From an optimization exercise on the open Yosys and OpenROAD flow, aimed at small area, a short achievable clock period and few clock cycles per item; shortcuts taken in it are not production practice.
Function was checked by simulation only, so behaviour that the tests miss may differ from the original.
Power is estimated from default activity; no workload was simulated.

// fat_dir_entry_name_decoder_core
module fat_dir_entry_name_decoder_core #(
    parameter int NAME_CAPACITY = 64
) (
    input  logic                           aclk,
    input  logic                           aresetn,
    input  logic                           s_tvalid,
    output logic                           s_tready,
    input  logic [fdn_pkg::IN_TDATA_W-1:0] s_tdata,
    output logic                            m_tvalid,
    input  logic                            m_tready,
    output logic [fdn_pkg::OUT_TDATA_W-1:0] m_tdata,
    output logic                            m_tlast
);
    logic [5:0] len_reg;
    logic [5:0] nlen_reg;
    logic [3:0] nu_reg;           
    logic [2:0] nseq_reg;         
    logic       pending_reg;
    logic       ended_reg;
    logic       pre_done_reg;     
    logic       peek_reg;         
    logic        ob_valid_reg;
    logic        long_reg;        
    logic        eod_reg;
    logic [5:0]  pos_reg;
    logic [5:0]  lima_reg;        
    logic [5:0]  limb_reg;
    logic [7:0]  char_reg;        
    logic        last_reg;        
    logic [7:0]  nxt_reg;         
    logic        isdir_reg;
  ...
Size: roughly 710 flip-flops, roughly 360 I/O pins, about 0.031 mm2 of cells after synthesis.
clock: 6.0 ns
lec_check: 0
abc_clock_period_in_ps: 3300
cap_margin: 20
core_margin: 2
core_utilization: 55
cts_cluster_diameter: 80
cts_cluster_size: 24
setup_slack_margin: 2.8
slew_margin: 20
standard.sh (not shown) runs the stock make flow with config.mk's settings and CLKGATE_MAP_FILE= SYNTH_SCRIPT=/design/flow/synth_recipe.tcl, a recipe that flattens the netlist after the stock synthesis.
==> flow/flow/run.sh <==
#!/bin/bash
# The standard layout, with the port buffers that buffer_ports inserts made
# plain buffers (sky130_fd_sc_hd__buf_1) instead of the cell it picks by itself.
# Everything else is the standard flow, run through the standard.sh.
set -euo pipefail
export BUFFER_PORTS_ARGS="-buffer_cell sky130_fd_sc_hd__buf_1"
bash standard.sh > standard_flow.log 2>&1
Testbench counts at the start, summed over its fixed seeds: cycles 14,449, entries 2,409.
Rerun with:
Settings changed: CORE_UTILIZATION 55 to 40, CTS_CLUSTER_DIAMETER 80 to not set, CTS_CLUSTER_SIZE 24 to not set, SETUP_SLACK_MARGIN 2.8 to 2.7.
What happened: The changed run finished with timing, DRC and antenna clean. Setup slack gets better by 0.043 ns. Design area rises by 4.2%. Wire length goes up by 6.0%. Power came out higher by 17%.
Rerun with:
Settings changed: ABC_AREA set to 1, CTS_CLUSTER_DIAMETER set to 100, CTS_CLUSTER_SIZE set to 30, SETUP_SLACK_MARGIN 2.7 to 2.8.
Clock skew went up by 0.019 ns; power went down by 18%; non-clock buffer count went up by 20; global-route usage went down by 1.7 points; combinational power went up by about 5%; clock-buffer cell count went down by 48; via count went up by about 16%; setup slack improved by 0.061 ns; register-to-register slack stays flat.
Rerun with:
Settings changed: ABC_AREA 1 to not set, PLACE_DENSITY set to 0.75.
Outcome: The new run completed with no timing, DRC or antenna violations. Power goes down slightly. Via count goes down by roughly a tenth. Register-to-register slack gains 0.04 ns. Die area goes down by a few percent. Count of clock-buffer cells in the layout is unchanged. Worst setup slack loses 0.064 ns.


fat_dir_entry_name_decoder_core, a different RTL version from the one above (not shown whole).
Size in the first run: roughly 1900 cells after synthesis, ~710 flip-flops, roughly 360 I/O pins, ~31000 µm² of cells after synthesis.
export LEC_CHECK = 0
export ABC_CLOCK_PERIOD_IN_PS = 3300
export CAP_MARGIN = 20
export CORE_MARGIN = 2
export CORE_UTILIZATION = 40
export CTS_CLUSTER_DIAMETER = 100
export CTS_CLUSTER_SIZE = 30
export SETUP_SLACK_MARGIN = 2.8
export SLEW_MARGIN = 20
create_clock -name core_clock -period 6.0 [get_ports {aclk}]
Scripts as last shown in full above: flow/flow/run.sh
The first run ran to the end with no violations.
Testbench counts at the start, summed over its fixed seeds: cycles 14,449, entries 2,409.
Rerun with:
--- a/flow/config.mk
+++ b/flow/config.mk
@@ -10,6 +10,7 @@
 export CORE_MARGIN = 2
 export CORE_UTILIZATION = 40
-export CTS_CLUSTER_DIAMETER = 100
-export CTS_CLUSTER_SIZE = 30
+export CTS_CLUSTER_DIAMETER = 90
+export CTS_CLUSTER_SIZE = 25
+export PLACE_DENSITY = 0.7
 export SETUP_SLACK_MARGIN = 2.8
 export SLEW_MARGIN = 20
Result:
- sequential share of layout area climbs by 0.34 points
- wire length drops by 6.7%
- global-route usage drops by 1.4 points
- synthesized cell count stays the same
- total power climbs by 0.37%
- die area stays the same
- via count hardly moves
- utilization drops by 0.27 points


fat_dir_entry_name_decoder_core with an RTL version that a note above also has.
Size in the first run: ~2100 cells after synthesis, roughly 710 flip-flops, about 360 I/O pins.
==> flow/config.mk <==
export PLATFORM = sky130hd
export DESIGN_NAME = fat_dir_entry_name_decoder_core
export DESIGN_NICKNAME = fat_dir_entry_name_decoder_core
export VERILOG_FILES = /design/flow/design.v
export SDC_FILE = /design/flow/constraint.sdc
export NUM_CORES = 4
export LEC_CHECK = 0
export ABC_CLOCK_PERIOD_IN_PS = 3300
export CAP_MARGIN = 20
export CORE_MARGIN = 2
export CORE_UTILIZATION = 40
export SETUP_SLACK_MARGIN = 2.7
export SLEW_MARGIN = 20
==> flow/constraint.sdc <==
create_clock -name core_clock -period 6.0 [get_ports {aclk}]
set_input_delay 1.2000 -clock core_clock [delete_from_list [all_inputs] [get_ports {aclk}]]
set_output_delay 1.2000 -clock core_clock [all_outputs]
set_load 0.01 [all_outputs]
==> flow/flow/run.sh <==
#!/bin/bash
# The standard layout, with the port buffers that buffer_ports inserts made
# plain buffers (sky130_fd_sc_hd__buf_2) instead of the cell it picks by itself.
# Everything else is the standard flow, run through the standard.sh.
set -euo pipefail
export BUFFER_PORTS_ARGS="-buffer_cell sky130_fd_sc_hd__buf_2"
bash standard.sh > standard_flow.log 2>&1
Testbench counts at the start, summed over its fixed seeds: cycles 14,449, entries 2,409.
Then changed:
==> flow/flow/run.sh (replaced) <==
#!/bin/bash
# The standard layout, with the port buffers that buffer_ports inserts made
# plain buffers (sky130_fd_sc_hd__buf_1) instead of the cell it picks by itself.
# Everything else is the standard flow, run through the standard.sh.
set -euo pipefail
export BUFFER_PORTS_ARGS="-buffer_cell sky130_fd_sc_hd__buf_1"
bash standard.sh > standard_flow.log 2>&1
ABC_CLOCK_PERIOD_IN_PS = 3000   (was 3300)
SETUP_SLACK_MARGIN = 3.0   (was 2.7)
What happened: Routed wire length went up by 3.7%. Non-clock buffer count went up by 21. Via count went up by 1.8%.

port drivers added, routing unchanged:
Ports are ideal in the flow. The routed layouts listed here were re-timed in OpenROAD.
Step 1: set_driving_cell puts a clkbuf_16 on aclk and a buf_2 on each other input, an assumption about the parent block.
Step 2 times the ports against the registers' clock, not the clock port: input delays grow and output delays shrink by t, the midpoint of the rising clock arrivals with the driver on.
Slacks: ideal / step 1 / step 2; pairs: ideal / step 1.
run | t, ns | setup slack, ns | hold WS [ns]
the first run of note 1 | 0.652 | 2.670 / 2.700 / 2.048 | 0.480 / 0.480 / 0.480
the second run of note 1 | 0.681 | 2.713 / 2.724 / 2.042 | 0.487 / 0.487 / 0.487
the third run of note 1 | 0.693 | 2.773 / 2.773 / 2.147 | 0.496 / 0.496 / 0.496
the fourth run of note 1 | 0.696 | 2.709 / 2.727 / 2.031 | 0.492 / 0.492 / 0.492
the first run of note 2 | 0.692 | 2.801 / 2.806 / 2.136 | 0.457 / 0.457 / 0.457
the second run of note 2 | 0.651 | 2.812 / 2.845 / 2.194 | 0.476 / 0.476 / 0.476
the first run of note 3 | 0.684 | 2.679 / 2.658 / 1.974 | 0.474 / 0.474 / 0.474
the second run of note 3 | 0.689 | 2.688 / 2.711 / 2.022 | 0.490 / 0.490 / 0.490
After both steps every run listed still meets setup and hold. The setup slack of the first run of note 3, which loses most, moves by -0.021 ns with the drivers and by -0.705 ns with both steps.
